Source: an optimization exercise on an open RTL-to-GDS flow (aim: small area, a short achievable clock period and few clock cycles per item). Production flows keep margins and buffers that such runs may drop.
Where RTL was checked, it was by simulation tests only, not by an equivalence proof against the original.
For run 1, only the layout was checked, not whether the RTL still works.
Power and IR drop assume default switching activity.

==> flow/design.v <==
`timescale 1ns / 1ps
package bds_pkg;
  localparam logic [14:0] TolLimReset = 15'd10200;   
  localparam logic [15:0] RatioNone   = 16'hFFFF;
  localparam logic [15:0] RatioUnit   = 16'd10000;
endpackage
`timescale 1ns / 1ps
`timescale 1ns / 1ps
module baud_divisor_search (
  input  logic        clk,
  input  logic        rst,
  input  logic        cfg_we,
  input  logic [13:0] cfg_wdata,
  input  logic        in_valid,
  output logic        in_stall,
  input  logic [24:0] periph_clock,
  input  logic [20:0] wanted_baud,
  output logic        out_valid,
  input  logic        out_stall,
  output logic [11:0] divisor_mantissa,
  output logic signed [3:0] divisor_exponent,
  output logic        double_speed,
  output logic [15:0] deviation,
  output logic        found
);
  typedef enum logic [3:0] {
    S_IDLE, S_PREP, S_QDIV, S_WAIT, S_CHK, S_RDIV, S_LOAD, S_MUL, S_RAT, S_UPD
  } state_t;
  typedef enum logic [1:0] {O_IDLE, O_SEL, O_FMT, O_OUT} ostate_t;
  ostate_t     ost;
  logic        wz;           
  state_t      st;
  logic [14:0] tol_lim;      
  logic [24:0] pclk;
  logic [20:0] want;
  logic signed [6:0] ptr;    
  logic        pb1, pb0;     
  logic [26:0] ph;           
  logic [4:0]  cnt;
  logic [29:0] qs;           
  logic        qz;           
  logic        neg_n;        
  logic        neg_d;        
  logic signed [4:0] j;
  logic [20:0] dv;           
  logic [22:0] d3;           
  logic [20:0] rr;           
  logic [21:0] rq;           
  logic        rat;          
  logic        cmp;          
  logic        v_n, v_d;     
  logic        eq_n, gt_n, eq_d, gt_d;
  logic        won_n, won_d;  
  logic        pv_n, pv_d;   
  logic        p_even;       
  logic        p_zero;       
  logic [15:0] r_n, r_d;
  logic [12:0] k_n, k_d;
  logic signed [4:0] j_n, j_d;
  logic        dbl, fnd;
  function automatic logic [4:0] bitlen(input logic [20:0] w);
    bitlen = 5'd0;
    for (int i = 0; i < 21; i++) if (w[i]) bitlen = 5'(i + 1);
  endfunction
  function automatic logic pbit(input logic [24:0] p, input logic signed [6:0] i);
    pbit = (i >= 7'sd0 && i <= 7'sd24) ? p[i[4:0]] : 1'b0;
  endfunction
  logic [4:0]  lin, e_in;
  logic [4:0]  e;            
  logic signed [6:0] ptr_st, ptr_nx;
  logic        pb1_nx, pb0_nx;
  always_comb begin
    lin    = bitlen(want);
    e_in   = (lin + 5'd2) & 5'b11110;
    ptr_st = 7'(j) + 7'(e) - 7'sd1;
    ptr_nx = (st == S_CHK) ? ptr_st : ptr - 7'sd2;
    pb1_nx = pbit(pclk, ptr_nx);
    pb0_nx = pbit(pclk, ptr_nx - 7'sd1);
  end
  logic [6:0]  tm;           
  logic [13:0] k;
  logic        qz_c;         
  logic        k_hi, brk, pos_ok, cv_n, cv_d, le_n, le_d;
  logic [6:0]  tm_n;
  always_comb begin
    qz_c   = (st == S_CHK && j == -5'sd4) ? (rr == '0) : qz;
    k      = {1'b0, qs[13:1]} + {13'd0, qs[0]};
    k_hi   = |qs[29:14];
    brk    = (qs == 30'd0) || (qs == 30'd1 && qz_c);
    pos_ok = !brk && !k_hi && k[13:12] == 2'b00;
    tm_n   = {tm[5:0], 1'b1};
    le_n   = k[13:12] == 2'b00 ||
             (k[13:12] == 2'b01 && k[11:7] == 5'd0 && k[6:0] < tm_n);
    le_d   = k[13:12] == 2'b00 ||
             (k[13:12] == 2'b01 && k[11:7] == 5'd0 && k[6:0] < tm);
    if (j >= 5'sd4) cv_n = pos_ok;
    else if (j >= -5'sd3) cv_n = neg_n && !k_hi && le_n;
    else cv_n = 1'b0;
    if (j >= 5'sd3) cv_d = pos_ok && (j <= 5'sd10);
    else cv_d = neg_d && !k_hi && le_d;
  end
  logic        in1, in0;
  logic [22:0] xq;
  logic [23:0] t1, t2, t3;
  logic [20:0] rr2;
  logic        q1, q0;
  logic [31:0] prod;
  always_comb begin
    in1 = rat ? rq[21] : pb1;
    in0 = rat ? rq[20] : pb0;
    xq  = {rr, in1, in0};
    t1  = {1'b0, xq} - {3'b0, dv};
    t2  = {1'b0, xq} - {2'b0, dv, 1'b0};
    t3  = {1'b0, xq} - {1'b0, d3};
    if (!t3[23]) begin
      {q1, q0} = 2'd3;  rr2 = t3[20:0];
    end else if (!t2[23]) begin
      {q1, q0} = 2'd2;  rr2 = t2[20:0];
    end else if (!t1[23]) begin
      {q1, q0} = 2'd1;  rr2 = t1[20:0];
    end else begin
      {q1, q0} = 2'd0;  rr2 = xq[20:0];
    end
    prod   = {rr[17:0], rq[21:8]} + {rr[14:0], rq[21:8], 3'b000} +
             {rr[13:0], rq[21:8], 4'b0000};
  end
  function automatic logic [1:0] best_pair(input logic [15:0] r, input logic [3:0] c);
    case (c)
      4'd7:    best_pair = 2'b00;
      4'd6:    best_pair = r[15:14];
      4'd5:    best_pair = r[13:12];
      4'd4:    best_pair = r[11:10];
      4'd3:    best_pair = r[9:8];
      4'd2:    best_pair = r[7:6];
      4'd1:    best_pair = r[5:4];
      4'd0:    best_pair = r[3:2];
      4'd15:   best_pair = r[1:0];
      default: best_pair = 2'b00;
    endcase
  endfunction
  logic [1:0]  bb_n, bb_d;
  logic        gt_n_nx, gt_d_nx, eq_n_nx, eq_d_nx, lose;
  always_comb begin
    bb_n    = best_pair(r_n, cnt[3:0]);
    bb_d    = best_pair(r_d, cnt[3:0]);
    gt_n_nx = gt_n || (cmp && eq_n && rq[1:0] > bb_n);
    gt_d_nx = gt_d || (cmp && eq_d && rq[1:0] > bb_d);
    eq_n_nx = eq_n && (!cmp || rq[1:0] == bb_n);
    eq_d_nx = eq_d && (!cmp || rq[1:0] == bb_d);
    lose    = (!v_n || gt_n_nx) && (!v_d || gt_d_nx);
  end
  logic dup, tie_n, tie_d, win_n, win_d;
  always_comb begin
    dup   = p_even && (!cv_n || pv_n) && (!cv_d || pv_d);
    tie_n = r_n != bds_pkg::RatioNone && j_n < 5'sd4;
    tie_d = r_d != bds_pkg::RatioNone && j_d < 5'sd3;
    if (st == S_CHK) begin
      win_n = cv_n && won_n && tie_n;
      win_d = cv_d && won_d && tie_d;
    end else begin
      win_n = v_n && !gt_n_nx && (!eq_n_nx || tie_n);
      win_d = v_d && !gt_d_nx && (!eq_d_nx || tie_d);
    end
  end
  logic r_lt_w;
  assign r_lt_w = rq < {1'b0, want};
  logic [20:0] dv_nx;
  logic [22:0] d3_nx;
  always_comb begin
    if (st == S_CHK) dv_nx = {8'd0, k[12:0]};
    else if (st == S_MUL) dv_nx = dv;
    else dv_nx = dv;
    d3_nx = {2'b00, dv_nx} + {1'b0, dv_nx, 1'b0};
  end
  logic        tol_ok, none;
  logic [15:0] dev;
  logic signed [4:0] e_out;
  logic [12:0] m_out;
  always_comb begin
    tol_ok = r_n <= {1'b0, tol_lim};
    none   = r_n == bds_pkg::RatioNone;
    dev    = r_n - bds_pkg::RatioUnit;
    e_out  = j_n - (dbl ? 5'sd3 : 5'sd4);
    if (!e_out[4]) m_out = k_n - 13'd1;
    else m_out = k_n - (13'd1 << (3'd0 - e_out[2:0]));
  end
  logic adv, adv_even, adv_zero;
  always_comb begin
    adv      = 1'b0;
    adv_even = 1'b0;
    adv_zero = p_zero;
    case (st)
      S_CHK: begin
        if (!(j >= 5'sd3 && brk) && (!(cv_n || cv_d) || dup)) begin
          adv      = 1'b1;
          adv_even = dup && (cv_n || cv_d) && !k[0];
        end
      end
      S_LOAD: begin
        if (rq == '0) begin
          adv      = 1'b1;
          adv_even = !dv[0];
          adv_zero = 1'b1;
        end
      end
      S_RAT: begin
        if (lose) begin
          adv      = 1'b1;
          adv_even = !k[0];
          adv_zero = 1'b0;
        end
      end
      S_UPD: begin
        adv      = 1'b1;
        adv_even = !k[0];
        adv_zero = 1'b0;
      end
      default: ;
    endcase
  end
  always_ff @(posedge clk) begin
    if (rst) begin
      st        <= S_IDLE;
      ost       <= O_IDLE;
      tol_lim   <= bds_pkg::TolLimReset;
      out_valid <= 1'b0;
    end else begin
      if (cfg_we) tol_lim <= {1'b0, cfg_wdata} + 15'(bds_pkg::RatioUnit);
      case (st)
        S_IDLE: begin
          if (in_valid) begin
            pclk   <= periph_clock;
            want   <= wanted_baud;
            dv     <= wanted_baud;
            wz     <= wanted_baud == '0;
            st     <= (wanted_baud == '0) ? S_WAIT : S_PREP;
          end
        end
        S_PREP: begin
          d3     <= d3_nx;
          qs     <= '0;
          ph     <= {pclk, 2'b00};
          e      <= e_in;
          cnt    <= e_in - 5'd2;   
          if (lin >= 5'd17) begin
            rr  <= {5'd0, pclk[24:9]};
            ptr <= 7'sd8;
            pb1 <= pclk[8];
            pb0 <= pclk[7];
          end else if (lin >= 5'd9) begin
            rr  <= {13'd0, pclk[24:17]};
            ptr <= 7'sd16;
            pb1 <= pclk[16];
            pb0 <= pclk[15];
          end else begin
            rr  <= '0;
            ptr <= 7'sd24;
            pb1 <= pclk[24];
            pb0 <= pclk[23];
          end
          j      <= -5'sd4;
          tm     <= 7'h7f;
          p_even <= 1'b0;
          rat    <= 1'b0;
          st     <= S_QDIV;
        end
        S_QDIV: begin
          rr  <= rr2;
          qs  <= {qs[27:0], q1, q0};
          ptr <= ptr_nx;
          pb1 <= pb1_nx;
          pb0 <= pb0_nx;
          if (cnt[4:2] != 3'd0) begin
            ph  <= ph >> 4;
            cnt <= cnt - 5'd4;
          end else if (cnt[1]) begin
            ph  <= ph >> 2;
            cnt <= cnt - 5'd2;
          end
          if (ptr == -7'sd4) begin
            neg_n <= |qs[27:7];
            neg_d <= |qs[27:6];
            st    <= S_WAIT;
          end
        end
        S_WAIT: begin
          if (ost == O_IDLE || (ost == O_OUT && !out_stall && !wz)) begin
            r_n <= bds_pkg::RatioNone;
            r_d <= bds_pkg::RatioNone;
            st  <= wz ? S_IDLE : S_CHK;
            if (wz) ost <= O_SEL;
          end
        end
        S_CHK: begin
          qz  <= qz_c;
          v_n <= cv_n;
          v_d <= cv_d;
          dv  <= {8'd0, k[12:0]};
          d3  <= d3_nx;
          rr  <= ph[20:0];
          rq  <= '0;
          ptr <= ptr_nx;
          pb1 <= pb1_nx;
          pb0 <= pb0_nx;
          if (j >= 5'sd3 && brk) begin
            st  <= S_IDLE;
            ost <= O_SEL;
          end
          else if ((cv_n || cv_d) && !dup) st <= S_RDIV;
          if (!(j >= 5'sd3 && brk) && (cv_n || cv_d) && dup && !p_zero) begin
            won_n <= win_n;
            won_d <= win_d;
            if (win_n) begin
              k_n <= k[12:0];
              j_n <= j;
            end
            if (win_d) begin
              k_d <= k[12:0];
              j_d <= j;
            end
          end
        end
        S_RDIV: begin
          rr  <= rr2;
          rq  <= {rq[19:0], q1, q0};
          ptr <= ptr_nx;
          pb1 <= pb1_nx;
          pb0 <= pb0_nx;
          if (ptr == 7'(j) + 7'sd1) st <= S_LOAD;
        end
        S_LOAD: begin
          if (r_lt_w) begin
            rr <= {13'd0, want[20:14]};
            rq <= {want[13:0], 8'd0};
            dv <= rq[20:0];
          end else begin
            rr <= {13'd0, rq[21:14]};
            rq <= {rq[13:0], 8'd0};
            dv <= want;
          end
          eq_n <= 1'b1;  gt_n <= 1'b0;
          eq_d <= 1'b1;  gt_d <= 1'b0;
          cmp  <= 1'b0;
          cnt  <= 5'd1;
          if (rq != '0) st <= S_MUL;
        end
        S_MUL: begin
          d3       <= d3_nx;
          rr[17:0] <= prod[31:14];
          rq[21:8] <= prod[13:0];
          cnt      <= cnt - 5'd1;
          if (cnt == 5'd0) begin
            cnt <= 5'd8;
            rat <= 1'b1;
            st  <= S_RAT;
          end
        end
        S_RAT: begin
          rr   <= rr2;
          rq   <= {rq[19:0], q1, q0};
          cnt  <= cnt - 5'd1;
          cmp  <= 1'b1;
          eq_n <= eq_n_nx;  gt_n <= gt_n_nx;
          eq_d <= eq_d_nx;  gt_d <= gt_d_nx;
          if (lose) begin
            won_n <= 1'b0;
            won_d <= 1'b0;
          end else if (cnt == 5'd0) begin
            rat <= 1'b0;
            st  <= S_UPD;
          end
        end
        S_UPD: begin
          won_n <= win_n;
          won_d <= win_d;
          if (win_n) begin
            r_n <= rq[15:0];
            k_n <= k[12:0];
            j_n <= j;
          end
          if (win_d) begin
            r_d <= rq[15:0];
            k_d <= k[12:0];
            j_d <= j;
          end
        end
        default: st <= S_IDLE;
      endcase
      if (adv) begin
        rat    <= 1'b0;
        qs     <= qs >> 1;
        ph     <= ph >> 1;
        tm     <= tm >> 1;
        qz     <= qz_c && !qs[0];
        j      <= j + 5'sd1;
        st     <= (j == 5'sd11) ? S_IDLE : S_CHK;
        if (j == 5'sd11) ost <= O_SEL;
        p_even <= adv_even;
        p_zero <= adv_zero;
        pv_n   <= (st == S_CHK) ? cv_n : v_n;
        pv_d   <= (st == S_CHK) ? cv_d : v_d;
      end
      case (ost)
        O_SEL: begin
          dbl <= 1'b0;
          if (!tol_ok && r_d != bds_pkg::RatioNone) begin
            dbl <= 1'b1;
            r_n <= r_d;
            k_n <= k_d;
            j_n <= j_d;
          end
          ost <= O_FMT;
        end
        O_FMT: begin
          fnd       <= !none;
          r_n       <= none ? 16'd0 : dev;
          k_n       <= none ? 13'd0 : m_out;
          j_n       <= none ? 5'sd0 : e_out;
          ost       <= O_OUT;
          out_valid <= 1'b1;
        end
        O_OUT: begin
          if (!out_stall) begin
            out_valid <= 1'b0;
            ost       <= O_IDLE;
          end
        end
        default: ;
      endcase
    end
  end
  assign in_stall         = st != S_IDLE;
  assign divisor_mantissa = k_n[11:0];
  assign divisor_exponent = j_n[3:0];
  assign double_speed     = dbl;
  assign deviation        = r_n;
  assign found            = fnd;
endmodule
==> flow/run.sh <==
#!/bin/bash
# synth_recipe.tcl (not shown) runs the flow's synth.tcl, then flattens the netlist and writes it again
# the make line also repeats each setting of config.mk as NAME=value (left out here)
make -C /OpenROAD-flow-scripts/flow DESIGN_CONFIG=/design/flow/config.mk WORK_HOME=/design/flow/orfs CLKGATE_MAP_FILE= SYNTH_SCRIPT=/design/flow/synth_recipe.tcl finish
==> flow/config.mk <==
export PLATFORM = sky130hd
export DESIGN_NAME = baud_divisor_search
export DESIGN_NICKNAME = baud_divisor_search
export VERILOG_FILES = /design/flow/design.v
export SDC_FILE = /design/flow/constraint.sdc
export NUM_CORES = 4
export LEC_CHECK = 0
export CAP_MARGIN = 20
export CORE_MARGIN = 2
export CORE_UTILIZATION = 40
export SETUP_SLACK_MARGIN = 5
export SLEW_MARGIN = 20
==> flow/constraint.sdc <==
create_clock -name core_clock -period 10.0 [get_ports {clk}]
set_input_delay 2.0000 -clock core_clock [delete_from_list [all_inputs] [get_ports {clk}]]
set_output_delay 2.0000 -clock core_clock [all_outputs]
set_load 0.01 [all_outputs]
==> results of run 1 <==
## cells in the mapped netlist, types with 10 or more instances
master,number
sky130_fd_sc_hd__nor2_1,217
sky130_fd_sc_hd__xor2_1,52
sky130_fd_sc_hd__a21oi_1,200
sky130_fd_sc_hd__mux2i_1,98
sky130_fd_sc_hd__xnor2_1,100
sky130_fd_sc_hd__and3_1,30
sky130_fd_sc_hd__and2_1,18
sky130_fd_sc_hd__a31oi_1,16
sky130_fd_sc_hd__inv_1,189
sky130_fd_sc_hd__o21bai_1,12
sky130_fd_sc_hd__nand2b_1,40
sky130_fd_sc_hd__or3_1,15
sky130_fd_sc_hd__fa_1,36
sky130_fd_sc_hd__o21ai_1,14
sky130_fd_sc_hd__nor3_1,52
sky130_fd_sc_hd__or2_2,10
sky130_fd_sc_hd__a221o_1,18
sky130_fd_sc_hd__ha_1,224
sky130_fd_sc_hd__nand4_1,22
sky130_fd_sc_hd__a22o_1,34
sky130_fd_sc_hd__edfxtp_1,306
sky130_fd_sc_hd__dfxtp_1,22
sky130_fd_sc_hd__o211ai_1,45
sky130_fd_sc_hd__buf_1,14
sky130_fd_sc_hd__a211oi_1,27
sky130_fd_sc_hd__a222oi_1,17
sky130_fd_sc_hd__nand2_1,299
sky130_fd_sc_hd__nor2b_1,30
sky130_fd_sc_hd__a211o_1,14
sky130_fd_sc_hd__o21ai_0,192
sky130_fd_sc_hd__o31ai_1,10
sky130_fd_sc_hd__o21a_1,21
sky130_fd_sc_hd__o221ai_1,12
sky130_fd_sc_hd__nor4_1,18
sky130_fd_sc_hd__nand3_1,47
sky130_fd_sc_hd__clkbuf_1,91
sky130_fd_sc_hd__a22oi_1,28
sky130_fd_sc_hd__nor3b_1,10
sky130_fd_sc_hd__a21o_1,48
## how the worst max path moves through the flow
| stage | start | endpoint | slack [ps] |
|---|---|---|---|
| after global routing | rq[21]$_DFFE_PP_ | rr[5]$_DFFE_PP_ | 5010 |
| after floorplan | st[0]$_SDFFE_PP0P_ | d3[21]$_DFFE_PP_ | 5240 |
| after global placement | cnt[1]$_DFFE_PP_ | tm[3]$_SDFFCE_PN1P_ | 5110 |
| final | rq[21]$_DFFE_PP_ | rr[18]$_DFFE_PP_ | 5210 |
| after CTS | rq[21]$_DFFE_PP_ | rr[5]$_DFFE_PP_ | 5120 |
| after detailed placement | cnt[1]$_DFFE_PP_ | tm[4]$_SDFFCE_PN1P_ | 4940 |
## power groups by stage
stage | clock network (mW) | registers, mW | logic (mW)
6_report | 1.59 | 2.56 | 6.12
5_1_grt | 1.67 | 2.59 | 6.70
4_1_cts | 1.61 | 2.54 | 6.01
3_5_place_dp | 0 | 2.56 | 5.97
3_3_place_gp | 0 | 2.56 | 5.91
2_1_floorplan | 0 | 2.31 | 4.43
## kinds of logic (layout without fill, tap and decap cells)
| logic type | after synthesis | after routing | share of synthesized area, % |
|---|---|---|---|
| adders and majority gates | 260 | 260 | 13.5 |
| DFF | 328 | 328 | 36.9 |
| and+or+nand+nor | 847 | 848 | 15.4 |
| muxes | 109 | 109 | 4.54 |
| buffers and inverters | 311 | 407 | 4.67 |
| xor gates and xnor gates | 152 | 152 | 5.10 |
| AOI/OAI and AO/OA | 790 | 790 | 19.9 |
## per-stage QoR
stage / util [%] / total power [mW] / hold WS, ps
after CTS: 45.7 / 10.2 / 487
after detailed placement: 43.5 / 8.53 / 470
after global routing: 45.8 / 11.0 / 499
final: 45.8 / 10.3 / 482
after floorplan: - / 6.73 / 421
after global placement: 43.5 / 8.47 / 470
## per-layer routing
metal  up-vias  part of all wire, %
li1      10500                    -
met1     11000                   42
met2      1029                   46
met3       201                  7.2
met4         0                  4.6
met5         -                    0
## sequential cells by signal, summed over array words and instances (netlist names), 21 cells and up
register,cells
qs,30
ph,27
pclk,25
d3,23
rq,22
dv,21
rr,21
want,21
## cell type report
| type | instances | area, um^2 | share of cell area [%] |
|---|---|---|---|
| Inverter | 193 | 729 | 2.47 |
| Tap cell | 855 | 1070 | 3.63 |
| Sequential cell | 328 | 9630 | 32.6 |
| Multi-Input combinational cell | 2159 | 15300 | 52.0 |
| Clock inverter | 23 | 323 | 1.09 |
| Timing Repair Buffer | 142 | 1320 | 4.46 |
| Clock buffer | 49 | 1080 | 3.65 |
## critical path, cell delays in order (launching register included)
cell and delay (ps):
sky130_fd_sc_hd__edfxtp_1 560, sky130_fd_sc_hd__mux2i_1 590, sky130_fd_sc_hd__inv_1 180, sky130_fd_sc_hd__ha_1 310, sky130_fd_sc_hd__nor2b_1 140, sky130_fd_sc_hd__o31a_1 300
sky130_fd_sc_hd__o211a_1 260, sky130_fd_sc_hd__nor3_1 330, sky130_fd_sc_hd__o21ai_1 190, sky130_fd_sc_hd__o221a_2 280, sky130_fd_sc_hd__o21ai_1 250, sky130_fd_sc_hd__nor3b_2 600
sky130_fd_sc_hd__nand2_1 200, sky130_fd_sc_hd__o31ai_1 300, sky130_fd_sc_hd__a221o_1 150
## cell usage in the layout (no fill, tap or decap), drive strengths merged, types with 40 or more instances in the layout
cell and instances:
ha 224, nor3 53, nand3 47, o21ai 206, nand2 302, a21o 49
nand2b 40, edfxtp 306, xnor2 100, o211ai 45, xor2 52, clkdlybuf4s50 99
clkbuf 49, nor2 218, mux2i 98, inv 191, a21oi 200, buf 43
## what timing repair did
| action | 4_1_cts | 5_1_grt |
|---|---|---|
| setup endpoints to repair | 14 | 79 |
| pin swaps | 0 | 1 |
| resized for setup | 1 | 8 |
| cloned | 0 | 1 |
==> summary.md, run 1 <==
The worst-case IR drop observed on VDD is 0.249 mV. In the post-route analysis, the smallest setup slack over all paths is 5210 ps. By area the synthesized netlist is led by sky130_fd_sc_hd__edfxtp_1, sky130_fd_sc_hd__ha_1, sky130_fd_sc_hd__nand2_1, sky130_fd_sc_hd__a21oi_1, sky130_fd_sc_hd__mux2i_1.

Once the clock tree was built, the setup fixing pass inserted 0 buffers. The tools report the leakage power total as 11.7 nW. The tools report the startpoint type of the worst setup path as a flop. The top-level I/O count is 101, and the fraction of layout cells with a size suffix above 1 is 5.84%. The number of nets in the synthesized netlist came out at 3122. The period utilization was 47.9%.

The number of H-tree levels was 2; the total routing resource utilization after global routing was 25.7%. The floorplan step defined a core boundary enclosing 64500 um^2. The final layout net count came out at 3189.

The tools report the total of max-cap violations as 0. Setup repair after global routing left no endpoint under its margin. The clock transition at the register clock pins on the worst setup and hold paths after CTS came out at 60 ps.

The post-synthesis instance area came out at 26100 um^2. The maximum number of pins on one net before global-route repair is 91. Yosys warning count: 1. For this run, the detailed router's first-pass iteration total came to 7. The tightest min-delay check is of the reg -> reg type. The tools report the initial antenna violation count as 1. Measured along the y axis, the die boundary spans 259 um. For the internal power component, the log shows 5.47 mW. Primary flip-flop cell chosen by synthesis mapping: sky130_fd_sc_hd__edfxtp_1. The repair_antennas step left the layout with diodes totalling 0. The clock period could shrink to 4790 ps.

The x dimension of the die works out to 259 um. The headroom to the max-slew limit is 29.1%. Setup slack on the worst reg-to-reg path comes out at 5210 ps. The number of buffers on the longest clock path is 3, and the worst-case reg-to-reg path depth is 14. After routing the design area is 29500 um^2. In the final routed layout, each cell accounts on average for 23.7 um.

Along the worst hold path, the cell count comes to 2. Synthesis handed over a netlist of 2797 instances. The via count of the first global-routing pass was 21700. The logs give 15.5% for the part of the total power dissipated in the clock network and 4.80 mW for the switching power of the nets. Fill cell instance count of the final layout: 6233. STA classifies the critical path endpoint as a flop. The clock skew was 18.4 ps; the top fanout value on the critical path was 8. The routability-driven placement congestion ratio is 0.952. The terminating pin of the worst hold path is tol_lim[4]$_SDFFE_PP1P_. During placement, the flow inserted port buffers numbering 100.

Wires add up to 88900 um. The routing usage on met2 was 41.5%; the total cell area at the placement stage was 28000 um^2. After synthesis, the largest area contributor takes up 35.2% of total cell area.

Largest area contributor in the synthesized netlist: sky130_fd_sc_hd__edfxtp_1. Synthesis instantiated 91 different standard cells from the library. Global routing finished with a remaining overflow of 0. Data on the critical path arrives at its endpoint at 5220 ps.

For the met1 capacity usage during global routing, the log shows 34.6%. Combinational cells account for 59.6% of the total power. The starting density of the core is 40.5%, and the post-synthesis to final-layout area growth is 13.1%. The number of storage elements in the synthesis netlist was 328. The total of endpoints with negative setup slack in the final report is 0, and the placed wire-length estimate after detailed placement is 66000 um. Sequential cells account for 24.9% of the total power. Once detail routing completed, the nets flagged for antenna violations numbered 0. Static timing analysis puts the maximum clock frequency at 0.209 GHz.

Before CTS, the worst setup slack after placement is 4940 ps. The first-pass GRT wire length was 133000 um. met2 is the most crowded layer. For this run, design rule violations remaining after detail routing come to 0. The worst-skew pair later-pin latency was 580 ps; the net switching fraction of the power was 46.8%. For this run, the register share of the synthesized area comes to 36.9%. For the count of non-filler cells in the finished layout, the log shows 3749. Dividing the detail-routed via count by the number of cells gives 6.06. The actual slew at the worst max-slew pin was 1060 ps. Each instance of the synthesized netlist takes up on average 9.33 um^2.

STA puts the critical path data required time at 10430 ps. The number of synthesized flops with an enable pin was 306; the proportion of synthesized flip-flops having asynchronous set or reset was 0%. For the number of vias after detailed routing, the log shows 22700. In this run, post-CTS hold repair placed 0 buffers. The met3 layer usage reported by global route was 3.12%. The cell sitting at the root of the clock tree is a sky130_fd_sc_hd__clkbuf_16.

TritonCTS built the clock tree. The areal power density over the cells came out at 348 nW/um^2. Summed over all failing endpoints, the final setup total negative slack is 0 ps. Once placement completed, the tool counted placed cells totaling 3676. The flow ran to the end and the layout has no timing, DRC or antenna violations. DRC violation total after the first TritonRoute iteration: 2468. In this run the core area contains 93 standard-cell rows. CTS saw 328 sinks. The source of the worst hold timing path is tol_lim[4]$_SDFFE_PP1P_. The tools report the floorplan die area as 67300 um^2. The run gives 0 as the final max-slew violation count. The run gives 0 as the final count of hold timing violations. In this run the critical register-to-register path is launched from rq[21]$_DFFE_PP_. Critical path class: reg -> reg.

The run gives 40 as the number of buffers inserted during clock tree synthesis. In this run the critical register-to-register path is captured at rr[18]$_DFFE_PP_.
==> run 2, diff against run 1 <==
--- a/flow/design.v
+++ b/flow/design.v
@@ -1,6 +1,6 @@
 `timescale 1ns / 1ps
 package bds_pkg;
-  localparam logic [14:0] TolLimReset = 15'd10200;   
+  localparam logic [13:0] TolReset    = 14'd200;
   localparam logic [15:0] RatioNone   = 16'hFFFF;
   localparam logic [15:0] RatioUnit   = 16'd10000;
 endpackage
@@ -24,13 +24,10 @@
   output logic        found
 );
   typedef enum logic [3:0] {
-    S_IDLE, S_PREP, S_QDIV, S_WAIT, S_CHK, S_RDIV, S_LOAD, S_MUL, S_RAT, S_UPD
+    S_IDLE, S_PREP, S_QDIV, S_CHK, S_RDIV, S_LOAD, S_MUL, S_RAT, S_UPD, S_SEL, S_FMT, S_OUT
   } state_t;
-  typedef enum logic [1:0] {O_IDLE, O_SEL, O_FMT, O_OUT} ostate_t;
-  ostate_t     ost;
-  logic        wz;           
   state_t      st;
-  logic [14:0] tol_lim;      
+  logic [13:0] tolerance;
   logic [24:0] pclk;
   logic [20:0] want;
   logic signed [6:0] ptr;    
@@ -177,9 +174,9 @@
   logic signed [4:0] e_out;
   logic [12:0] m_out;
   always_comb begin
-    tol_ok = r_n <= {1'b0, tol_lim};
     none   = r_n == bds_pkg::RatioNone;
     dev    = r_n - bds_pkg::RatioUnit;
+    tol_ok = dev <= {2'b00, tolerance};
     e_out  = j_n - (dbl ? 5'sd3 : 5'sd4);
     if (!e_out[4]) m_out = k_n - 13'd1;
     else m_out = k_n - (13'd1 << (3'd0 - e_out[2:0]));
@@ -221,19 +218,23 @@
   always_ff @(posedge clk) begin
     if (rst) begin
       st        <= S_IDLE;
-      ost       <= O_IDLE;
-      tol_lim   <= bds_pkg::TolLimReset;
+      tolerance <= bds_pkg::TolReset;
       out_valid <= 1'b0;
     end else begin
-      if (cfg_we) tol_lim <= {1'b0, cfg_wdata} + 15'(bds_pkg::RatioUnit);
+      if (cfg_we) tolerance <= cfg_wdata;
       case (st)
-        S_IDLE: begin
-          if (in_valid) begin
+        S_IDLE, S_OUT: begin
+          if (st == S_OUT && !out_stall) begin
+            out_valid <= 1'b0;
+            st        <= S_IDLE;
+          end
+          if (in_valid && !in_stall) begin
             pclk   <= periph_clock;
             want   <= wanted_baud;
             dv     <= wanted_baud;
-            wz     <= wanted_baud == '0;
-            st     <= (wanted_baud == '0) ? S_WAIT : S_PREP;
+            r_n    <= bds_pkg::RatioNone;
+            r_d    <= bds_pkg::RatioNone;
+            st     <= (wanted_baud == '0) ? S_SEL : S_PREP;
           end
         end
         S_PREP: begin
@@ -280,15 +281,7 @@
           if (ptr == -7'sd4) begin
             neg_n <= |qs[27:7];
             neg_d <= |qs[27:6];
-            st    <= S_WAIT;
-          end
-        end
-        S_WAIT: begin
-          if (ost == O_IDLE || (ost == O_OUT && !out_stall && !wz)) begin
-            r_n <= bds_pkg::RatioNone;
-            r_d <= bds_pkg::RatioNone;
-            st  <= wz ? S_IDLE : S_CHK;
-            if (wz) ost <= O_SEL;
+            st    <= S_CHK;
           end
         end
         S_CHK: begin
@@ -302,10 +295,7 @@
           ptr <= ptr_nx;
           pb1 <= pb1_nx;
           pb0 <= pb0_nx;
-          if (j >= 5'sd3 && brk) begin
-            st  <= S_IDLE;
-            ost <= O_SEL;
-          end
+          if (j >= 5'sd3 && brk) st <= S_SEL;
           else if ((cv_n || cv_d) && !dup) st <= S_RDIV;
           if (!(j >= 5'sd3 && brk) && (cv_n || cv_d) && dup && !p_zero) begin
             won_n <= win_n;
@@ -384,24 +374,7 @@
             j_d <= j;
           end
         end
-        default: st <= S_IDLE;
-      endcase
-      if (adv) begin
-        rat    <= 1'b0;
-        qs     <= qs >> 1;
-        ph     <= ph >> 1;
-        tm     <= tm >> 1;
-        qz     <= qz_c && !qs[0];
-        j      <= j + 5'sd1;
-        st     <= (j == 5'sd11) ? S_IDLE : S_CHK;
-        if (j == 5'sd11) ost <= O_SEL;
-        p_even <= adv_even;
-        p_zero <= adv_zero;
-        pv_n   <= (st == S_CHK) ? cv_n : v_n;
-        pv_d   <= (st == S_CHK) ? cv_d : v_d;
-      end
-      case (ost)
-        O_SEL: begin
+        S_SEL: begin
           dbl <= 1'b0;
           if (!tol_ok && r_d != bds_pkg::RatioNone) begin
             dbl <= 1'b1;
@@ -409,24 +382,31 @@
             k_n <= k_d;
             j_n <= j_d;
           end
-          ost <= O_FMT;
+          st <= S_FMT;
         end
-        O_FMT: begin
+        S_FMT: begin
           fnd       <= !none;
           r_n       <= none ? 16'd0 : dev;
           k_n       <= none ? 13'd0 : m_out;
           j_n       <= none ? 5'sd0 : e_out;
-          ost       <= O_OUT;
+          st        <= S_OUT;
           out_valid <= 1'b1;
         end
-        O_OUT: begin
-          if (!out_stall) begin
-            out_valid <= 1'b0;
-            ost       <= O_IDLE;
-          end
-        end
-        default: ;
+        default: st <= S_IDLE;
       endcase
+      if (adv) begin
+        rat    <= 1'b0;
+        qs     <= qs >> 1;
+        ph     <= ph >> 1;
+        tm     <= tm >> 1;
+        qz     <= qz_c && !qs[0];
+        j      <= j + 5'sd1;
+        st     <= (j == 5'sd11) ? S_SEL : S_CHK;
+        p_even <= adv_even;
+        p_zero <= adv_zero;
+        pv_n   <= (st == S_CHK) ? cv_n : v_n;
+        pv_d   <= (st == S_CHK) ? cv_d : v_d;
+      end
     end
   end
   assign in_stall         = st != S_IDLE;
--- a/flow/config.mk
+++ b/flow/config.mk
@@ -7,6 +7,7 @@
 export LEC_CHECK = 0
 export CAP_MARGIN = 20
 export CORE_MARGIN = 2
-export CORE_UTILIZATION = 40
+export CORE_UTILIZATION = 55
+export CTS_BUF_LIST = sky130_fd_sc_hd__clkbuf_4 sky130_fd_sc_hd__clkbuf_8
 export SETUP_SLACK_MARGIN = 5
 export SLEW_MARGIN = 20
==> run 2 against run 1 <==
Against the previous run:
- area after synthesis fell by 2.9%
- still clean
- count of clock-buffer cells in the layout is 28 higher
- global-route usage grew 10 points
- highest routed layer unchanged
- first-iteration DRC count grew 4.1%
- synthesized cell count fell by 2.6%
- largest cell class unchanged
- largest power group unchanged
- register-to-register slack improved by 60 ps
- routed wire length down 4.4%
- worst setup slack improved by 63 ps
==> summary.md, run 2 <==
The core occupancy in the finished layout was 62.3%; the headroom to the max-slew limit was 22.8%. For met1 alone, demand over resource in global routing was 52.8%. The count of antenna-violating nets left after detailed routing is 0, and the average vias per placed instance is 6.51. Traced cell by cell, the critical path runs through ha_1, ha_1, and4_1, nand2_1, xor2_2, inv_1, ha_1, or3_1, a221oi_1, a21o_1, a31oi_1, nor3_1, a21oi_1, nor4b_2, nor2_1, nor3_2, buf_4. Among all flip-flop cells after synthesis, the most frequent one is sky130_fd_sc_hd__edfxtp_1. The port buffer count works out to 100.

The first detailed-routing pass took 6 iterations. Post-CTS timing repair inserted 0 buffers for setup. The logs give 3042 for the number of nets in the synthesized netlist and 0 for the total grt overflow.

The layout has 3886 filler cells. The clock transition at the register clock pins on the worst setup and hold paths after CTS came out at 60 ps. The critical path in this run is classified as reg -> reg. The mean area per synthesized cell came out at 9.30 um^2.

By area the synthesized netlist is led by sky130_fd_sc_hd__edfxtp_1, sky130_fd_sc_hd__ha_1, sky130_fd_sc_hd__o21ai_0, sky130_fd_sc_hd__nand2_1, sky130_fd_sc_hd__a21oi_1. For the final routed database, the setup TNS stands at 0 ps. The final count of hold timing violations was 0. The number of buffer and inverter stages on the critical path was 2. The top-level I/O count is 101, and the minimum period implied by the final worst setup slack is 4730 ps. Data arrives at the worst endpoint at 5080 ps. Across the run, the number of max-cap violations was 0. The run gives 0.145 mV as the maximum VDD drop. Among all stages on the critical path, the largest delay is contributed by sky130_fd_sc_hd__edfxtp_1. Sorting the synthesized cells by how often they occur yields sky130_fd_sc_hd__edfxtp_1, sky130_fd_sc_hd__nand2_1, sky130_fd_sc_hd__o21ai_0.

The worst path uses 47.3% of the clock period. In this run the static leakage power is 11.1 nW. The longest clock path from root to sink contains 3 buffers. Power spread over the standard cell area amounts to 257 nW/um^2. For the maximum number of pins on one net before global-route repair, the log shows 93.

The largest registers in the layout are qs x30, ph x27, pclk x25. The top-area cell type share of the netlist area was 36.2%. CTS built an H-tree with a depth of 2. The class of the worst hold path is reg -> reg. The worst-skew pair later-pin latency came out at 680 ps. sky130_fd_sc_hd__edfxtp_1 is the most common cell in the netlist. The critical path's top delay family is simple AND/OR/NAND/NOR gates.

Leaving out fill and tap cells, the most frequent cell in the layout is sky130_fd_sc_hd__edfxtp_1. Along the worst path, the maximum fanout reaches 17. The startpoint type of the worst setup path is a flop. Most flop-heavy register: qs. Summing the sequential cell areas from Yosys gives 37.7% of the chip area.

The actual slew at the worst max-slew pin came out at 1150 ps. The fraction of layout cells with a size suffix above 1 is 6.80%, and the total routing resource utilization after global routing is 35.6%. The synthesized design contains 305 enable-type register cells. For this run, the slowest stage of the critical path takes 440 ps. Average routed wire per standard cell: 24.6 um. The worst register-to-register path begins at qs[0]$_DFFE_PP_. The clock skew is 35.6 ps, and the number of storage elements in the synthesis netlist is 324. For this run, the top clock speed supported by timing is 0.212 GHz. Routability-driven placement finished with a final weighted congestion of 1.01. In this run the worst setup path begins at qs[0]$_DFFE_PP_.

Summed over all layers, the routed wires come to 85000 um. Source of the worst hold timing path: tolerance[10]$_SDFFE_PP0P_. The floorplan step defined a die boundary enclosing 47800 um^2. TritonCTS built the clock tree.

The first routing iteration left 2570 violations. First-pass GRT wire length: 129000 um. The wire-length estimate of the detail-placed layout is 64400 um. The run gives 0 as the number of diodes. The tree is rooted in a sky130_fd_sc_hd__clkbuf_8. The routing usage on met2 is 52.7%, and the number of buffers inserted during clock tree synthesis is 59.

In the global route stage, met3 resource usage came out at 6.67%. Setup violations remaining at the end of the flow were counted as 0. Data on the critical path is required at its endpoint by 10350 ps. Counting every instance in the synthesized netlist gives 2723.

The Yosys warning count is 1, and the height of the chip is 219 um. The x dimension of the die works out to 219 um. In the layout the commonest cells are sky130_fd_sc_hd__edfxtp_1, sky130_fd_sc_hd__nand2_1, sky130_fd_sc_hd__o21ai_0. For the core box area, the log shows 45400 um^2.

Setup repair after global routing could not meet its margin everywhere. The register with the most flip-flops in the layout has 30 of them. The CTS sink count is 324. After synthesis the cells add up to 25300 um^2. The floorplan has 78 rows. The type of destination of the critical path is a flop. The run finished with no timing, DRC or antenna violations.

In this design, the critical path's most frequently occurring cell is sky130_fd_sc_hd__ha_1. The netlist uses 89 different library cells. Compared with the post-synthesis result, the final layout area differs by 11.6%.

The run gives 0 as the total DRC errors in the routed layout. Final max-slew violation count: 0. For this block, the via count after detailed routing is 22500. The proportion of synthesized flip-flops having asynchronous set or reset was 0%. For the via count of the first global-routing pass, the log shows 21200.

The largest area contributor in the synthesized netlist was sky130_fd_sc_hd__edfxtp_1. Most congested layer reported by global routing: met1. Final layout net count: 3123. The tools report the initial antenna violation count as 0.

Once the floorplan was initialized, standard cells occupied 55.8% of the core.
==> run 2: cell types whose count changed after synthesis, sizes merged, moves of 13 or more <==
cell and change:
a221o -17, nor2 -13, o211ai -15, nand3 +18, mux2i -27, o21ai +21, a21o +14, a21oi -17
==> run 2: metal layers <==
layer	wire, um	share of wire (%)
met5	0	0
met4	2470	2.9
met3	8820	10
met2	36600	43
met1	37000	44
==> run 2: repair_timing <==
action                     in CTS  in global routing
setup endpoints to repair      60                 98
hold buffers                    0                  0
gates resized for setup         5                  8
==> run 2: final cells by class <==
class | count | area [um^2] | area share [%]
Inverter | 202 | 758 | 2.68
Sequential cell | 324 | 9540 | 33.7
Clock buffer | 77 | 966 | 3.42
Timing Repair Buffer | 133 | 1260 | 4.47
Multi-Input combinational cell | 2084 | 14700 | 52.0
Tap cell | 600 | 751 | 2.66
Clock inverter | 31 | 282 | 0.996
==> run 2: metrics by stage <==
step | setup slack [ps] | std cells | power (mW) | area, um^2 | hold WS, ps
final | 5270 | 3451 | 7.27 | 28300 | 497
after global routing | 4970 | 3451 | 7.72 | 28300 | 526
after CTS | 5070 | 3451 | 7.18 | 28200 | 501
after detailed placement | 4720 | 3343 | 5.79 | 27000 | 489
after global placement | 4930 | 3343 | 5.73 | 26900 | 477
after floorplan | 5140 | 2723 | 4.72 | 25300 | 424
==> run 2: final timing paths <==
path                                     end  slack [ps]  cells past startpoint
setup / recovery           k_n[10]$_DFFE_PP_        5270                     17
hold / removal    tolerance[10]$_SDFFE_PP0P_         500                      2
setup reg to reg           k_n[10]$_DFFE_PP_        5270                     17
hold reg to reg   tolerance[10]$_SDFFE_PP0P_         500                      2
==> run 2: power breakdown <==
| part | switching [mW] | internal (mW) |
|---|---|---|
| clock network | 0.612 | 0.760 |
| registers | 0.310 | 1.85 |
| logic | 2.29 | 1.44 |
==> run 2: logic make-up after synthesis <==
logic type	synth area share, %
buffers and inverters	4.91
flip-flops	37.7
AND/OR/NAND/NOR	15.0
multiplexers	3.52
XOR/XNOR	4.95
AO/OA/AOI/OAI	20.4
adder cells (fa/ha/maj)	13.6
==> run 2: worst min-delay path: cells and delay by family, from the launching register on <==
kind | cells | cell delay [ps]
multiplexers | 1 | 60
flip-flops | 1 | 330
AND/OR/NAND/NOR | 1 | 70
Testbench counts of run 2, summed over its fixed seeds: cycles 37,287, items 288.
==> run 3, diff against run 2 <==
--- a/flow/config.mk
+++ b/flow/config.mk
@@ -7,7 +7,6 @@
 export LEC_CHECK = 0
 export CAP_MARGIN = 20
 export CORE_MARGIN = 2
-export CORE_UTILIZATION = 55
-export CTS_BUF_LIST = sky130_fd_sc_hd__clkbuf_4 sky130_fd_sc_hd__clkbuf_8
+export CORE_UTILIZATION = 40
 export SETUP_SLACK_MARGIN = 5
 export SLEW_MARGIN = 20
==> run 3 against run 2 <==
Against the previous run:
- final area is 1.7% higher
- hold slack got worse by 17 ps
- worst setup slack gained 4.3 ps
- sequential share of layout area decreased by 0.55 points
- synthesized cell count unchanged
- sequential power about the same
- sequential cell count unchanged
- combinational power about the same
- clock power rose by about 10%
- critical path type unchanged
- die area is 37% higher
==> summary.md, run 3 <==
Row generation in the floorplan step produced 92 rows. In this run, synthesis inferred 305 flip-flops with an integrated enable. The final count of hold timing violations came out at 0. Traced cell by cell, the critical path runs through ha_1, ha_1, and4_1, nand2_1, xor2_1, inv_1, ha_1, or3_1, a221oi_1, a21o_1, a31oi_1, or3_1, a21oi_2, o21ai_4, clkbuf_16, nor2_2, a21oi_2, buf_6. The most used flip-flop cell after synthesis is sky130_fd_sc_hd__edfxtp_1. The register with the most flip-flops in the layout has 30 of them. The clock arrives with 21.0 ps of skew. The clock transition at the register clock pins on the worst setup and hold paths after CTS came out at 60 ps. Overall power: 7.41 mW.

Among all cell types in the netlist, the one instantiated most often is sky130_fd_sc_hd__edfxtp_1. The actual slew at the worst max-slew pin came out at 1060 ps. The tree is rooted in a sky130_fd_sc_hd__clkbuf_16.

The post-synthesis to final-layout area growth was 13.5%; the cell count after synthesis was 2723. When the netlist entered floorplanning its net count stood at 3042. The worst setup path is launched from a flop. Measured against its own limit, the worst slew margin works out to 29.1%. The most common cell after layout, fill and taps aside was sky130_fd_sc_hd__edfxtp_1. The critical path contains buffers and inverters numbering 3 combined. Among cell families on the critical path, the largest total delay comes from simple AND/OR/NAND/NOR gates.

Ranked by flip-flop count, first place goes to qs. Minimum period implied by the final worst setup slack: 4720 ps. The setup path with the least slack is of type reg -> reg. The maximum number of pins on one net before global-route repair is 88, and the fill cell instance count of the final layout is 6074. Synthesis inferred 324 register bits.

Adding up every negative setup slack in the final design gives 0 ps. Counting tap cells, the placed design contains a total of 3596 instances. The longest clock path from root to sink contains 3 buffers. The first global-routing pass estimated 130000 um of wire. Largest area contributor in the synthesized netlist: sky130_fd_sc_hd__edfxtp_1. Measured along the y axis, the die boundary spans 256 um.

The finished cells cover 28700 um^2. In the final layout, the registers with the most flip-flops are qs x30, ph x27, pclk x25. The starting density of the core is 40.3%, and the total of max-cap violations is 0. Per report_power, the clock group accounts for 20.4% of the total.

The top-area cell type share of the netlist area is 36.2%. The source of the worst hold timing path is out_valid$_SDFFE_PP0P_. Wires add up to 86200 um. The type of destination of the critical path is a flop. The proportion of synthesized flip-flops having asynchronous set or reset was 0%; the sequential cell area fraction in the yosys report was 37.7%. The CTS sink count was 324; the net switching fraction of the power was 43.3%.

After the last flow step, the layout net total stands at 3115. The run gives 3.21 mW as the switching power of the nets. TritonCTS built the clock tree. The stage delay of the slowest cell on the critical path is 450 ps.

The logs give 0.127 mV for the maximum VDD drop and 0 for the final max-slew violation count. Counting distinct cell types in the post-synthesis netlist gives 89. For the worst-skew pair later-pin latency, the log shows 580 ps. For this design the top-level I/O count stands at 101. The min-delay analysis places its worst path in the category reg -> reg.

The largest individual stage delay along the critical path comes from the cell sky130_fd_sc_hd__or3_1. The logs give 4.20 mW for the internal power component and 3674 for the count of non-filler cells in the finished layout. The Yosys warning count is 1.

The run gives 10300 ps as the required time reported for the critical path endpoint. Setup slack closes at 5280 ps. The tools report the total routing resource utilization after global routing as 25.5%. The reg-to-reg critical path startpoint is qs[0]$_DFFE_PP_. Dividing the detail-routed wire length by the instance count gives 23.5 um. Across all layers, the routed design uses 22200 vias. Leaving out fill and tap cells, the most frequent cells in the layout are sky130_fd_sc_hd__edfxtp_1, sky130_fd_sc_hd__nand2_1, sky130_fd_sc_hd__o21ai_0. In this run the power density over the cells is 258 nW/um^2.

Routability-driven placement finished with a final weighted congestion of 0.964. The critical path starts at qs[0]$_DFFE_PP_. In the routed layout, each cell is associated on average with a via count of 6.05. Derived from the worst setup path, the maximum achievable clock frequency is 0.212 GHz. Among the stages of the critical path, the cell type that occurs most often is sky130_fd_sc_hd__ha_1. Detailed-routing iteration count for the pre-antenna-repair pass: 7. 0 antenna diodes ended up in the layout.

The commonest cells after synthesis are sky130_fd_sc_hd__edfxtp_1, sky130_fd_sc_hd__nand2_1, sky130_fd_sc_hd__o21ai_0. Combinational logic burns 50.4% of the power. Yosys attributes the largest share of cell area to sky130_fd_sc_hd__edfxtp_1, sky130_fd_sc_hd__ha_1, sky130_fd_sc_hd__o21ai_0, sky130_fd_sc_hd__nand2_1, sky130_fd_sc_hd__a21oi_1.

Cells fill 45.7% of the core in the end. For the initial antenna violation count, the log shows 0. The number of H-tree levels is 2, and the sequential group share of total power is 29.2%. The leakage power total was 11.2 nW.

The run finished with no timing, DRC or antenna violations. The floorplan die area is 65300 um^2, and the total grt overflow is 0. The worst path uses 47.2% of the clock period. At the worst endpoint, the arrival time is 5030 ps. After synthesis, the mean cell area works out to 9.30 um^2. Setup repair after global routing left no endpoint under its margin. The total cell area at the placement stage was 27300 um^2. The core box area was 62900 um^2; the port buffer count was 100.

The via count of the first global-routing pass was 21100; the post-synthesis instance area was 25300 um^2. In this run, CTS created clock tree buffers numbering 40. Measured along the x axis, the die boundary spans 256 um.

The tightest hold path in the finished design has a slack of 479 ps. Of the cells placed in the final design, the portion with a size suffix greater than 1 is 6.01%. Timing analysis after detailed placement gives a worst setup slack of 4670 ps.

Along the worst path, the maximum fanout reaches 44. After detailed routing, the number of remaining DRC violations is 0. Once detail routing completed, the nets flagged for antenna violations numbered 0. The tools report the DRC violation total after the first TritonRoute iteration as 2872. The logs give 64900 um for the placed wire-length estimate after detailed placement and 0 for the total of endpoints with negative setup slack in the final report.
## run 3: changes by cell type in the layout (fill, tap and decap cells not counted), moves of 2 or more
cell                        previous run  this run
sky130_fd_sc_hd__clkbuf_4             15         0
sky130_fd_sc_hd__clkinv_1             17         9
sky130_fd_sc_hd__clkbuf_8             62         3
sky130_fd_sc_hd__buf_4                30        39
sky130_fd_sc_hd__clkbuf_16             0        43
sky130_fd_sc_hd__clkinv_2             10         7
sky130_fd_sc_hd__clkinv_4              0         2
sky130_fd_sc_hd__buf_6                 2         4
sky130_fd_sc_hd__clkbuf_1              0         7
## run 3: power by group through the flow
stage               Clock, mW  Combinational (mW)  Sequential [mW]
floorplan                   0                2.70             2.03
global placement            0                3.56             2.17
detailed placement          0                3.62             2.17
CTS                      1.54                3.65             2.15
global route             1.59                4.11             2.19
finish                   1.51                3.73             2.16
## run 3: kinds of logic after synthesis
group                      after synthesis  share of synthesized area [%]
muxes                                   80                           3.52
xor gates and xnor gates               143                           4.95
and+or+nand+nor                        814                           15.0
buffers and inverters                  315                           4.91
AOI/OAI and AO/OA                      793                           20.4
adders and majority gates              254                           13.6
DFF                                    324                           37.7
## run 3: final cells by class
cell class / count / area [um^2] / area share, %
Tap cell: 846 / 1060 / 3.68
Sequential cell: 324 / 9540 / 33.2
Clock buffer: 52 / 1120 / 3.89
Multi-Input combinational cell: 2084 / 14700 / 51.1
Clock inverter: 22 / 231 / 0.805
Inverter: 202 / 758 / 2.64
Timing Repair Buffer: 144 / 1360 / 4.73
## run 3: repair_timing
action	in CTS	in global routing
gates cloned	0	1
setup endpoints to repair	72	82
hold buffers	0	0
resized for setup	4	9
buffers inserted	0	3
pin swaps	0	2
hold endpoints to repair	0	0
## run 3: routing by layer
layer / GRT usage [%] / vias up / routed length (um)
li1: - / 10200 / -
met1: 37.1 / 10800 / 38100
met2: 39.0 / 1036 / 37700
met3: 3.92 / 144 / 7600
met4: 7.98 / 0 / 2760
met5: 0 / - / 0
## run 3: worst reg2reg max path: stages (launching register included)
cell and delay (ps):
sky130_fd_sc_hd__edfxtp_1 440, sky130_fd_sc_hd__ha_1 280, sky130_fd_sc_hd__ha_1 240, sky130_fd_sc_hd__and4_1 240
sky130_fd_sc_hd__nand2_1 80, sky130_fd_sc_hd__xor2_1 370, sky130_fd_sc_hd__inv_1 160, sky130_fd_sc_hd__ha_1 220
sky130_fd_sc_hd__or3_1 340, sky130_fd_sc_hd__a221oi_1 220, sky130_fd_sc_hd__a21o_1 130, sky130_fd_sc_hd__a31oi_1 170
sky130_fd_sc_hd__or3_1 450, sky130_fd_sc_hd__a21oi_2 190, sky130_fd_sc_hd__o21ai_4 90, sky130_fd_sc_hd__clkbuf_16 230
sky130_fd_sc_hd__nor2_2 250, sky130_fd_sc_hd__a21oi_2 90, sky130_fd_sc_hd__buf_6 240
## run 3: worst paths after layout
kind                            endpoint  slack [ps]  cells after the start
setup / recovery         qs[9]$_DFFE_PP_        5280                     18
hold / removal    out_valid$_SDFFE_PP0P_         480                      2
hold reg to reg   out_valid$_SDFFE_PP0P_         480                      2
setup reg to reg         qs[9]$_DFFE_PP_        5280                     18
==> run 4, diff against run 3 <==
--- a/flow/design.v
+++ b/flow/design.v
@@ -40,7 +40,6 @@
   logic        neg_d;        
   logic signed [4:0] j;
   logic [20:0] dv;           
-  logic [22:0] d3;           
   logic [20:0] rr;           
   logic [21:0] rq;           
   logic        rat;          
@@ -97,27 +96,19 @@
     else cv_d = neg_d && !k_hi && le_d;
   end
   logic        in1, in0;
-  logic [22:0] xq;
-  logic [23:0] t1, t2, t3;
-  logic [20:0] rr2;
+  logic [22:0] trial1, trial0;
+  logic [20:0] rr1, rr2;
   logic        q1, q0;
   logic [31:0] prod;
   always_comb begin
-    in1 = rat ? rq[21] : pb1;
-    in0 = rat ? rq[20] : pb0;
-    xq  = {rr, in1, in0};
-    t1  = {1'b0, xq} - {3'b0, dv};
-    t2  = {1'b0, xq} - {2'b0, dv, 1'b0};
-    t3  = {1'b0, xq} - {1'b0, d3};
-    if (!t3[23]) begin
-      {q1, q0} = 2'd3;  rr2 = t3[20:0];
-    end else if (!t2[23]) begin
-      {q1, q0} = 2'd2;  rr2 = t2[20:0];
-    end else if (!t1[23]) begin
-      {q1, q0} = 2'd1;  rr2 = t1[20:0];
-    end else begin
-      {q1, q0} = 2'd0;  rr2 = xq[20:0];
-    end
+    in1    = rat ? rq[21] : pb1;
+    in0    = rat ? rq[20] : pb0;
+    trial1 = {1'b0, rr, in1} - {2'b0, dv};
+    q1     = !trial1[22];
+    rr1    = q1 ? trial1[20:0] : {rr[19:0], in1};
+    trial0 = {1'b0, rr1, in0} - {2'b0, dv};
+    q0     = !trial0[22];
+    rr2    = q0 ? trial0[20:0] : {rr1[19:0], in0};
     prod   = {rr[17:0], rq[21:8]} + {rr[14:0], rq[21:8], 3'b000} +
              {rr[13:0], rq[21:8], 4'b0000};
   end
@@ -161,14 +152,6 @@
   end
   logic r_lt_w;
   assign r_lt_w = rq < {1'b0, want};
-  logic [20:0] dv_nx;
-  logic [22:0] d3_nx;
-  always_comb begin
-    if (st == S_CHK) dv_nx = {8'd0, k[12:0]};
-    else if (st == S_MUL) dv_nx = dv;
-    else dv_nx = dv;
-    d3_nx = {2'b00, dv_nx} + {1'b0, dv_nx, 1'b0};
-  end
   logic        tol_ok, none;
   logic [15:0] dev;
   logic signed [4:0] e_out;
@@ -238,7 +221,6 @@
           end
         end
         S_PREP: begin
-          d3     <= d3_nx;
           qs     <= '0;
           ph     <= {pclk, 2'b00};
           e      <= e_in;
@@ -289,7 +271,6 @@
           v_n <= cv_n;
           v_d <= cv_d;
           dv  <= {8'd0, k[12:0]};
-          d3  <= d3_nx;
           rr  <= ph[20:0];
           rq  <= '0;
           ptr <= ptr_nx;
@@ -335,7 +316,6 @@
           if (rq != '0) st <= S_MUL;
         end
         S_MUL: begin
-          d3       <= d3_nx;
           rr[17:0] <= prod[31:14];
           rq[21:8] <= prod[13:0];
           cnt      <= cnt - 5'd1;
==> run 4 against run 3 <==
Against the previous run:
- still clean
- maximum frequency down 7.4%
- global-route usage fell by 0.41 points
- non-clock buffer count grew 29
- clock skew is 12 ps higher
- clock power shrank 7%
- critical path depth rose by 6
- die area shrank 11%
- first-iteration DRC count shrank 29%
- combinational power grew 22%
- via count shrank 14%
- largest cell class unchanged
==> summary.md, run 4 <==
TritonCTS built the clock tree. The tools report the total of endpoints with negative setup slack in the final report as 0. The run gives 49 as the maximum number of pins on one net before global-route repair. The multi-input combinational cells in the finished layout cover a total of 13000 um^2.

The run gives 112000 um as the first-pass GRT wire length. The worst-skew pair later-pin latency came out at 600 ps. The worst-case IR drop observed on VDD is 0.145 mV.

Summed over all failing endpoints, the final setup total negative slack is 0 ps. The final layout net count is 2671, and the top-level I/O count is 101. The tools report the core box area as 55300 um^2. The routed wire length came out at 73400 um.

Global routing used 25.1% of the available tracks. Critical path class: reg -> reg. The worst setup path is captured at a flop. In this run the most critical hold path is launched from tolerance[7]$_SDFFE_PP1P_. Counting flops with a built-in enable in the synthesized netlist gives 282. Number of diodes: 0. Clock tree synthesis inserted a total of 38 buffers. The tools report the startpoint type of the worst setup path as a flop.

Largest area contributor in the synthesized netlist: sky130_fd_sc_hd__edfxtp_1. For this run the aggregate overflow at the end of global routing stands at 0. In the synthesized netlist the dominant register cell turns out to be sky130_fd_sc_hd__edfxtp_1. For the sequential cell area fraction in the yosys report, the log shows 39.5%.

The actual slew at the worst max-slew pin came out at 1070 ps. Leakage power total: 10.1 nW. The run gives 3 as the number of buffers on the longest clock path. Headroom to the max-slew limit: 28.7%.

The logs give 0 for the final count of hold timing violations and 33.2 ps for the clock skew. The worst reg-to-reg setup slack was 4900 ps; the detailed-routing iteration count for the pre-antenna-repair pass was 6. Leaving out fill and tap cells, the most frequent cells in the layout are sky130_fd_sc_hd__edfxtp_1, sky130_fd_sc_hd__nand2_1, sky130_fd_sc_hd__inv_1. By instance count, the leading cell after synthesis is sky130_fd_sc_hd__edfxtp_1.

The most flop-heavy register is qs. The final max-slew violation count is 0, and the clock transition at the register clock pins on the worst setup and hold paths after CTS is 60 ps. In this run the number of H-tree levels came out at 2.

For this configuration, the core starts out at a cell density of 40.5%. Top fanout value on the critical path: 7. The cell count after synthesis is 2286, and the placed wire-length estimate after detailed placement is 54300 um. The largest registers in the layout are qs x30, ph x27, pclk x25. The worst path uses 51.0% of the clock period. The logs give 301 for the CTS sink count and 10340 ps for the required time reported for the critical path endpoint. In this run the critical register-to-register path is captured at rr[0]$_DFFE_PP_. The count of antenna-violating nets left after detailed routing is 0. Fill cell instance count of the final layout: 5162.

The routability-driven placement congestion ratio came out at 0.932. The x dimension of the die came out at 241 um. Reg-to-reg critical path startpoint: rat$_SDFFCE_PP0P_. For the number of vias after detailed routing, the log shows 19100.

Max-cap violations in this run came to 0. By area the synthesized netlist is led by sky130_fd_sc_hd__edfxtp_1, sky130_fd_sc_hd__ha_1, sky130_fd_sc_hd__mux2i_1, sky130_fd_sc_hd__o21ai_0, sky130_fd_sc_hd__nand2_1. Summing every instance area after synthesis gives 22400 um^2.

In the routed layout, each cell is associated on average with a via count of 6.03. The via count of the first global-routing pass is 18500. For hold timing, the worst endpoint is tolerance[7]$_SDFFE_PP1P_.

The top-area cell type share of the netlist area was 37.8%; the highest attainable clock frequency was 0.196 GHz. For this design the ratio of total power to cell area is 303 nW/um^2. The flow ran to the end and the layout has no timing, DRC or antenna violations. Synthesis inferred 301 register bits. Counting I/O delays and the setup requirement, the final critical path takes 5100 ps. The number of nets in the synthesized netlist came out at 2559. The mean area per synthesized cell is 9.81 um^2. The register with the most flip-flops in the layout has 30 of them.

Relative to the synthesized area, the layout overhead comes to 17.7%. Fraction of layout cells with a size suffix above 1: 10.6%. Data arrives at the worst endpoint at 5430 ps.

The proportion of synthesized flip-flops having asynchronous set or reset came out at 0%. Registers take 8850 um^2. The commonest cells after synthesis are sky130_fd_sc_hd__edfxtp_1, sky130_fd_sc_hd__nand2_1, sky130_fd_sc_hd__ha_1. After the first detailed-routing iteration, the DRC count stood at 2038. The run gives 58000 um^2 as the floorplan die area. The initial antenna violation count came out at 0.

At the placement stage, the worst setup path has a slack of 3500 ps. The floorplan has 86 rows. Synthesis instantiated 84 different standard cells from the library.

The height of the chip was 241 um; the average routed wire per standard cell was 23.1 um. The Yosys warning count came out at 1. The class of the worst hold path is reg -> reg.

The most common cell after layout, fill and taps aside was sky130_fd_sc_hd__edfxtp_1. The worst-case reg-to-reg path depth was 24. After layout, the worst setup slack is 4900 ps.

For this run, design rule violations remaining after detail routing come to 0. Input and output buffers added on the ports amount to 100. Setup repair after global routing could not meet its margin everywhere. Along the worst hold path, the cell count comes to 2. The cell at the root of the clock tree is sky130_fd_sc_hd__clkbuf_16.
run 4: cell types whose count changed after synthesis, moves of 11 or more:
cell / previous run / this run
sky130_fd_sc_hd__mux2_2: 2 / 24
sky130_fd_sc_hd__a21oi_1: 182 / 143
sky130_fd_sc_hd__a21o_1: 63 / 23
sky130_fd_sc_hd__mux2i_1: 71 / 87
sky130_fd_sc_hd__o21ai_0: 224 / 154
sky130_fd_sc_hd__nor2_1: 205 / 160
sky130_fd_sc_hd__xnor2_1: 91 / 62
sky130_fd_sc_hd__nand2_1: 292 / 193
sky130_fd_sc_hd__o21a_1: 25 / 14
sky130_fd_sc_hd__nor3_1: 45 / 34
sky130_fd_sc_hd__edfxtp_1: 305 / 282
sky130_fd_sc_hd__ha_1: 218 / 174
sky130_fd_sc_hd__inv_1: 196 / 173
run 4: power breakdown:
part	total, mW	internal, mW	switching, mW
Clock	1.41	0.809	0.601
Sequential	2.05	1.77	0.281
Combinational	4.54	1.88	2.65
run 4: metal layers:
| metal | GRT usage [%] | share of wire [%] | vias up |
|---|---|---|---|
| met2 | 40.1 | 46 | 831 |
| met5 | 0 | 0 | - |
| met3 | 3.65 | 7.8 | 147 |
| met1 | 35.2 | 43 | 9382 |
| li1 | - | - | 8787 |
| met4 | 7.99 | 3.2 | 0 |
run 4: cells by family after synthesis:
group | synth area share, %
simple gates | 13.4
buf+inv | 4.89
mux | 6.49
fa+ha+maj | 12.7
flops | 39.5
compound gates | 18.9
xor+xnor | 4.10
run 4: cell type report:
class                   instances  share of cell area, %
clock buffers                  42                   3.66
clock inverters                26                   1.12
inverters                     176                   2.60
multi-input cells            1708                   49.3
flip-flops and latches        301                   33.5
well taps                     748                   3.55
repair buffers                173                   6.24
run 4: stage by stage:
step	total power, mW	utilization (%)	cell area, um^2	hold WS (ps)	instances
after floorplan	4.89	-	22500	421	2286
after detailed placement	5.96	43.8	24300	483	3058
after global routing	8.49	47.7	26400	516	3174
after CTS	7.74	47.1	26000	493	3160
final	7.99	47.7	26400	492	3174
after global placement	5.90	43.8	24300	480	3058
run 4: worst max path at each step:
| stage | from | end | depth (start not counted) |
|---|---|---|---|
| final | rat$_SDFFCE_PP0P_ | rr[0]$_DFFE_PP_ | 24 |
| after global routing | rat$_SDFFCE_PP0P_ | rr[9]$_DFFE_PP_ | 24 |
| after CTS | rat$_SDFFCE_PP0P_ | rr[2]$_DFFE_PP_ | 22 |
| after detailed placement | rq[21]$_DFFE_PP_ | rr[17]$_DFFE_PP_ | 19 |
| after global placement | rq[21]$_DFFE_PP_ | rr[17]$_DFFE_PP_ | 19 |
| after floorplan | rq[21]$_DFFE_PP_ | rr[5]$_DFFE_PP_ | 21 |
run 4: critical path, stage by stage, from the launching register on:
cell	delay, ps
sky130_fd_sc_hd__edfxtp_1	410
sky130_fd_sc_hd__mux2i_1	160
sky130_fd_sc_hd__ha_2	200
sky130_fd_sc_hd__fa_2	340
sky130_fd_sc_hd__nand2b_4	150
sky130_fd_sc_hd__a21o_1	200
sky130_fd_sc_hd__a2111oi_4	340
sky130_fd_sc_hd__o211ai_1	190
sky130_fd_sc_hd__nand2_2	210
sky130_fd_sc_hd__buf_12	160
sky130_fd_sc_hd__nand2_1	50
sky130_fd_sc_hd__o21ai_0	110
sky130_fd_sc_hd__ha_1	330
sky130_fd_sc_hd__o211ai_1	170
sky130_fd_sc_hd__a21oi_4	70
sky130_fd_sc_hd__nor4b_4	210
sky130_fd_sc_hd__buf_4	170
sky130_fd_sc_hd__o31ai_4	70
sky130_fd_sc_hd__o211a_4	270
sky130_fd_sc_hd__o311ai_4	240
sky130_fd_sc_hd__buf_6	170
sky130_fd_sc_hd__nand2_8	80
sky130_fd_sc_hd__buf_12	200
sky130_fd_sc_hd__mux2i_1	110
sky130_fd_sc_hd__a22o_1	220
run 4: repair_timing:
item,CTS,global route
hold buffers,0,0
resized for setup,47,45
gates cloned,4,1
buffers inserted,30,13
hold endpoints to repair,0,0
endpoints found under the setup margin,159,149
pin swaps,20,18
Testbench counts of run 4, summed over its fixed seeds: cycles 37,287, items 288.

port drivers added, routing unchanged:
No port has a modelled driver above. Below, the same layouts with a new extraction and two added sets of constraints. Step 1, drivers: a clkbuf_16 drives clk and a buf_2 each remaining input, both assumed. Step 2, shift: input delay + t, output delay - t, t = (earliest + latest rising clock arrival at the registers) / 2. This alone moves slack from input paths to output paths. Slacks: ideal / step 1 / step 2; pairs: ideal / step 1.
run	shift t [ns]	setup WS [ns]	worst setup path after step 2
run 1	0.628	5.211 / 5.211 / 5.211	register to register
run 2	0.720	5.274 / 5.274 / 5.274	register to register
run 3	0.639	5.278 / 5.278 / 5.278	register to register
run 4	0.635	4.903 / 4.903 / 4.903	register to register
After both steps setup and hold are still met in every run listed.
